What follows belongs to an exercise in optimizing a design on an open flow for small area, a short achievable clock period and few clock cycles; a production flow would make more cautious choices. Function was checked by simulation only, so behaviour that the tests miss may differ from the original. No activity file was given, so power comes from the tool's default toggle rates.

==> job 8099: inputs <==
Design spmv_top, start of the top module:
module spmv_top (
    input  logic                       clk,
    input  logic                       rst_n,
    input  logic                       cmd_val,
    input  logic [5:0]                 cmd_opcode,
    input  logic [64-1:0]     cmd_config_data,
    output logic                       busy,
    output logic                       resp_val,
    input  logic                       resp_rdy,
    output logic [64-1:0]     resp_data,
    input  logic                       mem_req_rdy,
    output logic                       mem_req_val,
    output logic [6-1:0] mem_req_transid,
    output logic [40-1:0]   mem_req_addr,
    input  logic                       mem_resp_val,
    input  logic [6-1:0] mem_resp_transid,
    input  logic [64-1:0]     mem_resp_data
);
    localparam logic [2:0] ST_IDLE = 3'd0;
    localparam logic [2:0] ST_COLL = 3'd1;   
    localparam logic [2:0] ST_RUN  = 3'd2;   
    localparam logic [2:0] ST_HOLD = 3'd3;   
    localparam logic [2:0] ST_READ = 3'd4;   
    localparam int D = 4;
  ...
==> flow/config.mk <==
export PLATFORM = sky130hd
export DESIGN_NAME = spmv_top
export DESIGN_NICKNAME = spmv_top
export VERILOG_FILES = /design/flow/design.v
export SDC_FILE = /design/flow/constraint.sdc
export NUM_CORES = 4
export LEC_CHECK = 0
export CAP_MARGIN = 20
export CORE_MARGIN = 2
export CORE_UTILIZATION = 40
export SLEW_MARGIN = 20
==> flow/constraint.sdc <==
create_clock -name core_clock -period 12.0 [get_ports {clk}]
set_input_delay 2.4000 -clock core_clock [delete_from_list [all_inputs] [get_ports {clk}]]
set_output_delay 2.4000 -clock core_clock [all_outputs]
set_load 0.01 [all_outputs]
run.sh (not shown) runs the stock make flow with config.mk's settings and CLKGATE_MAP_FILE= SYNTH_SCRIPT=/design/flow/synth_recipe.tcl, a recipe that flattens the netlist after the stock synthesis.
==> job 1472 (differences from job 8099) <==
--- a/flow/design.v
+++ b/flow/design.v
@@ -23,21 +23,20 @@
     localparam logic [2:0] ST_HOLD = 3'd3;   
     localparam logic [2:0] ST_READ = 3'd4;   
     localparam int D = 4;
     localparam int PW = 3;
     logic [2:0]  state, state_nx;
     logic        got_one;      
     logic        init_q;       
-    logic        ld_spm_q;     
+    logic        spm_ok;       
     logic [1:0]  op;
     logic        cmd_hsk, start_init, ld_spm, ld_vec, get_res, second_ld;
     logic        done_c, fin_q, rd_last;
     logic        st_run, st_hold, st_read;
     logic [40-1:0] val_ptr, vec_ptr;
-    logic [12-1:0]   nnz;
     logic [6:0]     nr, vlen;
     assign op         = cmd_opcode[1:0];
     assign cmd_hsk    = cmd_val && !busy;
     assign st_run     = state == ST_RUN;
     assign st_hold    = state == ST_HOLD;
     assign st_read    = state == ST_READ;
     assign start_init = cmd_hsk && op == 2'd0 && (state == ST_IDLE || st_hold);
@@ -61,30 +60,28 @@
     end
     always_ff @(posedge clk) begin
         if (!rst_n) begin
             state   <= ST_IDLE;
             busy    <= 1'b0;
             got_one <= 1'b0;
             init_q  <= 1'b0;
-            ld_spm_q <= 1'b0;
-            run_go  <= 1'b0;
+            spm_ok  <= 1'b0;
         end else begin
             state   <= state_nx;
             busy    <= state_nx == ST_RUN || state_nx == ST_READ;
             init_q  <= start_init;
-            ld_spm_q <= ld_spm;
-            run_go  <= state == ST_RUN && state_nx == ST_RUN;
+            if (start_init) spm_ok <= 1'b0;
+            else if (ld_spm) spm_ok <= 1'b1;
             if (start_init) got_one <= 1'b0;
             else if (ld_spm || ld_vec) got_one <= 1'b1;
         end
     end
     always_ff @(posedge clk) begin
         if (start_init) val_ptr <= cmd_config_data[40-1:0];
         if (ld_spm) begin
-            nnz <= cmd_config_data[12-1:0];
             nr  <= cmd_config_data[16 +: 6+1];
         end
         if (ld_vec) begin
             vec_ptr <= cmd_config_data[40-1:0];
             vlen    <= cmd_config_data[40 +: 6+1];
         end
     end
@@ -109,64 +106,62 @@
     logic [1:0]             s1_kind;
     logic [12+1:0] s1_off;
     localparam int HI_W = 40 - 12 - 2;
     logic [HI_W-1:0]        val_hi1, vec_hi1;
     logic [12+2:0] s1_lo;
     logic [12+1:0] s1_blo;            
     assign s1_lo = {1'b0, s1_blo} + {1'b0, s1_off};
-    always_ff @(posedge clk) begin
-        val_hi1 <= val_ptr[40-1:12+2] + 1'b1;
-        vec_hi1 <= vec_ptr[40-1:12+2] + 1'b1;
-    end
+    assign val_hi1 = val_ptr[40-1:12+2] + 1'b1;
+    assign vec_hi1 = vec_ptr[40-1:12+2] + 1'b1;
     logic [1:0]             pkind [0:2];       
-    logic [40-1:0] paddr [0:2];
+    logic [12+1:0] plo [0:2];         
+    logic                   pvec [0:2];        
+    logic                   pcy [0:2];
     logic                   gvec;              
     logic [12+1:0] goff;
-    logic                   run_go;            
     logic [1:0]             pq_wp, pq_rp;
     logic [1:0]             pq_cnt;
     logic                   oh;                
     logic                   req_hsk, out_free, pend_move;
     logic [2:0]             out_cnt, out_cnt_nx;
     logic                   rl_back_e, rl_back_p;    
     logic [2:0]             rl_cred_in;
     assign rl_cred_in = rl_cred + {2'b00, rl_back_e} + {2'b00, rl_back_p};
     assign want_v    = vnext;
     assign want_rl   = rl_more && rl_cred != 3'd0;
     assign want_c    = avail_nz && cq_cred != 3'd0;
     assign want_x    = cq_wp != xi3;
-    assign gen_any   = run_go && (want_v || want_rl || want_c || want_x);
+    assign gen_any   = spm_ok && (want_v || want_rl || want_c || want_x);
     assign gvec      = !want_v && !want_rl && !want_c;
     always_comb begin
         if (want_v)       goff = {2'b00, kv};
         else if (want_rl) goff = off_rl;
         else if (want_c)  goff = {1'b0, off_col};
         else              goff = {{(12+2-6){1'b0}}, colq[xi3[1:0]]};
     end
     assign req_hsk   = mem_req_val && mem_req_rdy;
     assign out_free  = !oh || req_hsk;
-    assign pend_move = pq_cnt != 2'd0 && out_free;
+    assign pend_move = st_run && pq_cnt != 2'd0 && out_free;
     assign gen_fire  = gen_any && (s1_v ? pq_cnt[1] == 1'b0 : pq_cnt != 2'd3);
     assign gen_rl    = gen_fire && !want_v && want_rl;
     assign gen_c     = gen_fire && !want_v && !want_rl && want_c;
     assign gen_x     = gen_fire && !want_v && !want_rl && !want_c;
     always_ff @(posedge clk) begin
         if (gen_fire) begin
             s1_kind <= want_v ? 2'd2 : want_rl ? 2'd1 :
                        want_c ? 2'd3 : 2'd0;
             s1_vec  <= gvec;
             s1_off  <= goff;
             s1_blo  <= gvec ? vec_ptr[12+1:0] : val_ptr[12+1:0];
         end
         if (s1_v) begin
             pkind[pq_wp] <= s1_kind;
-            paddr[pq_wp] <= {s1_lo[12+2] ? (s1_vec ? vec_hi1 : val_hi1)
-                                                  : (s1_vec ? vec_ptr[40-1:12+2]
-                                                            : val_ptr[40-1:12+2]),
-                             s1_lo[12+1:0]};
+            plo[pq_wp]   <= s1_lo[12+1:0];
+            pvec[pq_wp]  <= s1_vec;
+            pcy[pq_wp]   <= s1_lo[12+2];
         end
     end
     assign out_cnt_nx = out_cnt + {2'b00, req_hsk} - {2'b00, mem_resp_val};
     always_ff @(posedge clk) begin
         if (!rst_n) begin
             s1_v        <= 1'b0;
             pq_cnt      <= '0;
@@ -183,15 +178,18 @@
             oh          <= pend_move || (oh && !req_hsk);
             mem_req_val <= (pend_move || (oh && !req_hsk)) && out_cnt_nx != 3'd4;
             out_cnt     <= out_cnt_nx;
         end
     end
     always_ff @(posedge clk) begin
         if (pend_move) begin
-            mem_req_addr    <= paddr[pq_rp];
+            mem_req_addr    <= {pcy[pq_rp] ? (pvec[pq_rp] ? vec_hi1 : val_hi1)
+                                           : (pvec[pq_rp] ? vec_ptr[40-1:12+2]
+                                                          : val_ptr[40-1:12+2]),
+                                plo[pq_rp]};
             mem_req_transid <= {4'b0000, pkind[pq_rp]};
         end
     end
     always_ff @(posedge clk) begin
         if (init_q) begin
             r_iss   <= '0;
             rl_more <= 1'b1;
@@ -215,17 +213,17 @@
                 xi3   <= xi3 + 1'b1;
                 vnext <= 1'b1;
             end
             rl_cred <= gen_rl ? rl_cred_in - 1'b1 : rl_cred_in;
             if (gen_c)      cq_cred <= cq_cred - 1'b1;
             else if (gen_x) cq_cred <= cq_cred + 1'b1;
         end
-        if (ld_spm_q) begin
-            off_col <= {1'b0, nnz};
-            off_rl  <= {1'b0, nnz, 1'b0};
+        if (ld_spm) begin
+            off_col <= {1'b0, cmd_config_data[12-1:0]};
+            off_rl  <= {1'b0, cmd_config_data[12-1:0], 1'b0};
         end
     end
     logic                   rv_q;
     logic [1:0]             rk_q;
     logic [6:0]   rd_q;
     logic                   is_rl, is_c;
     logic                   resp_x, resp_v;
@@ -342,15 +340,15 @@
     assign a_s = zacc ? 32'd0 : acc_s;
     assign a_c = zacc ? 32'd0 : acc_c;
     assign m1_s = t_s ^ t_c ^ a_s;
     assign m1_c = ((t_s & t_c) | (t_s & a_s) | (t_c & a_s)) << 1;
     assign m2_s = m1_s ^ m1_c ^ a_c;
     assign m2_c = ((m1_s & m1_c) | (m1_s & a_c) | (m1_c & a_c)) << 1;
     assign head_len = fifo_len[rp[PW-2:0]];
-    assign last     = cnt_row == head_len - 1'b1;
+    always_ff @(posedge clk) last <= cnt_row == head_len - 1'b1;
     assign pop      = p3 && last;
     assign row_sum  = acc_s + acc_c;
     always_ff @(posedge clk) begin
         t_s   <= l4a_s;
         t_c   <= l4a_c;
         acc_s <= m2_s;
         acc_c <= m2_c;
==> flow/flow/run.sh (new file) <==
#!/bin/bash
# The standard layout (the standard.sh: the standard synthesis and every ORFS step
# unchanged, at the design's clock and constraints), with one difference: the timing repair
# is asked for 8.2 ns of setup slack instead of 0, so the resizer also speeds up paths that
# already meet the 12 ns clock. make and each ORFS step log to orfs/logs/...; the make run
# itself logs to standard.log.
set -euo pipefail
cd "$(dirname "$0")/.."
export SETUP_SLACK_MARGIN=8.2
bash standard.sh > standard.log 2>&1
==> flow/standard.sh (new file) <==
#!/bin/bash
# synth_recipe.tcl (not shown) runs the flow's synth.tcl, then flattens the netlist and writes it again
# the make line also repeats each setting of config.mk as NAME=value (left out here)
make -C /OpenROAD-flow-scripts/flow DESIGN_CONFIG=/design/flow/config.mk WORK_HOME=/design/flow/orfs CLKGATE_MAP_FILE= SYNTH_SCRIPT=/design/flow/synth_recipe.tcl "${@:-finish}"
CORE_UTILIZATION = 65   (was 40)
CTS_CLUSTER_DIAMETER = 100   (was not set)
CTS_CLUSTER_SIZE = 20   (was not set)
SLEW_MARGIN = 45   (was 20)
removed: flow/run.sh
==> qor summary <==
| quantity | job 1472 | job 8099 |
|---|---|---|
| Run status | complete, no violations | complete, no violations |
| Post-Synth Simple-Gate Area | 4.85% | 4.61% |
| Portion of total power attributed to combinational logic | 12.3% | 11.1% |
| End point of the worst hold path | ych[3][11] | ych[26][1] |
| Total placed cells including tap cells | 8139 | 9779 |
| Cell area after synthesis | 104000 sq um | 108000 sq um |
| Proportion of netlist area held by the largest area contributor | 69.3% | 69.0% |
| Amount of wire on met3 after detailed routing | 10300 um | 12900 um |
| Sequential group share of total power | 59.8% | 50.4% |
| Pwr dens | 170 nW/um^2 | 194 nW/um^2 |
| Number of global-route vias before repair | 49300 | 52400 |
| Cell count of the worst reg-to-reg path | 14 | 15 |
| M3 GR Usage | 3.60% | 2.77% |
| Share of layout cells above drive strength 1 | 7.75% | 9.80% |
| Half-perimeter wire length after detailed placement | 112000 um | 119000 um |
| Layout Area Growth over Synthesis | 7.97% | 14.3% |
| Synth Register Bits | 2778 | 2912 |
| Proportion of cell area occupied by multi-input gates | 20.1% | 18.7% |
| Final Hold Slack | 0.404 ns | 0.360 ns |
| Total global-route track usage | 22.9% | 14.6% |
| # fillers | 9964 | 22600 |
| Clock-pin transition on the worst setup and hold timing paths | 0.08 ns | 0.06 ns |
| Power consumption | 0.0191 W | 0.0240 W |
| Capture point of the worst reg-to-reg path | avail_nz | rl_cred[1] |
| Clock Latency Late Sink | 0.81 ns | 0.87 ns |
Testbench counts of job 8099, summed over its fixed seeds: cycles 130,124.
Testbench counts of job 1472, summed over its fixed seeds: cycles 129,931.

[re-timing with driven ports]
In the flow no input, the clock included, has a driving cell. The finished layouts below were timed again as built, in two steps.
Step 1: set_driving_cell puts a clkbuf_16 on clk and a buf_2 on each other input, an assumption about the parent block.
Step 2, shift: input delay + t, output delay - t, t = (earliest + latest rising clock arrival at the registers) / 2. This alone moves slack from input paths to output paths.
Slacks: ideal ports / drivers / drivers and shift; pairs: ideal ports / drivers.
run | t (ns) | slack for setup (ns) | hold slack, ns
job 8099 | 0.919 | 7.538 / 7.441 / 6.939 | 0.360 / 0.360 / 0.360
job 1472 | 0.873 | 8.121 / 8.039 / 7.499 | 0.404 / 0.404 / 0.404
After both steps setup and hold are still met in every run listed. The setup slack of job 1472, which loses most, moves by -0.082 ns with the drivers and by -0.622 ns with both steps.
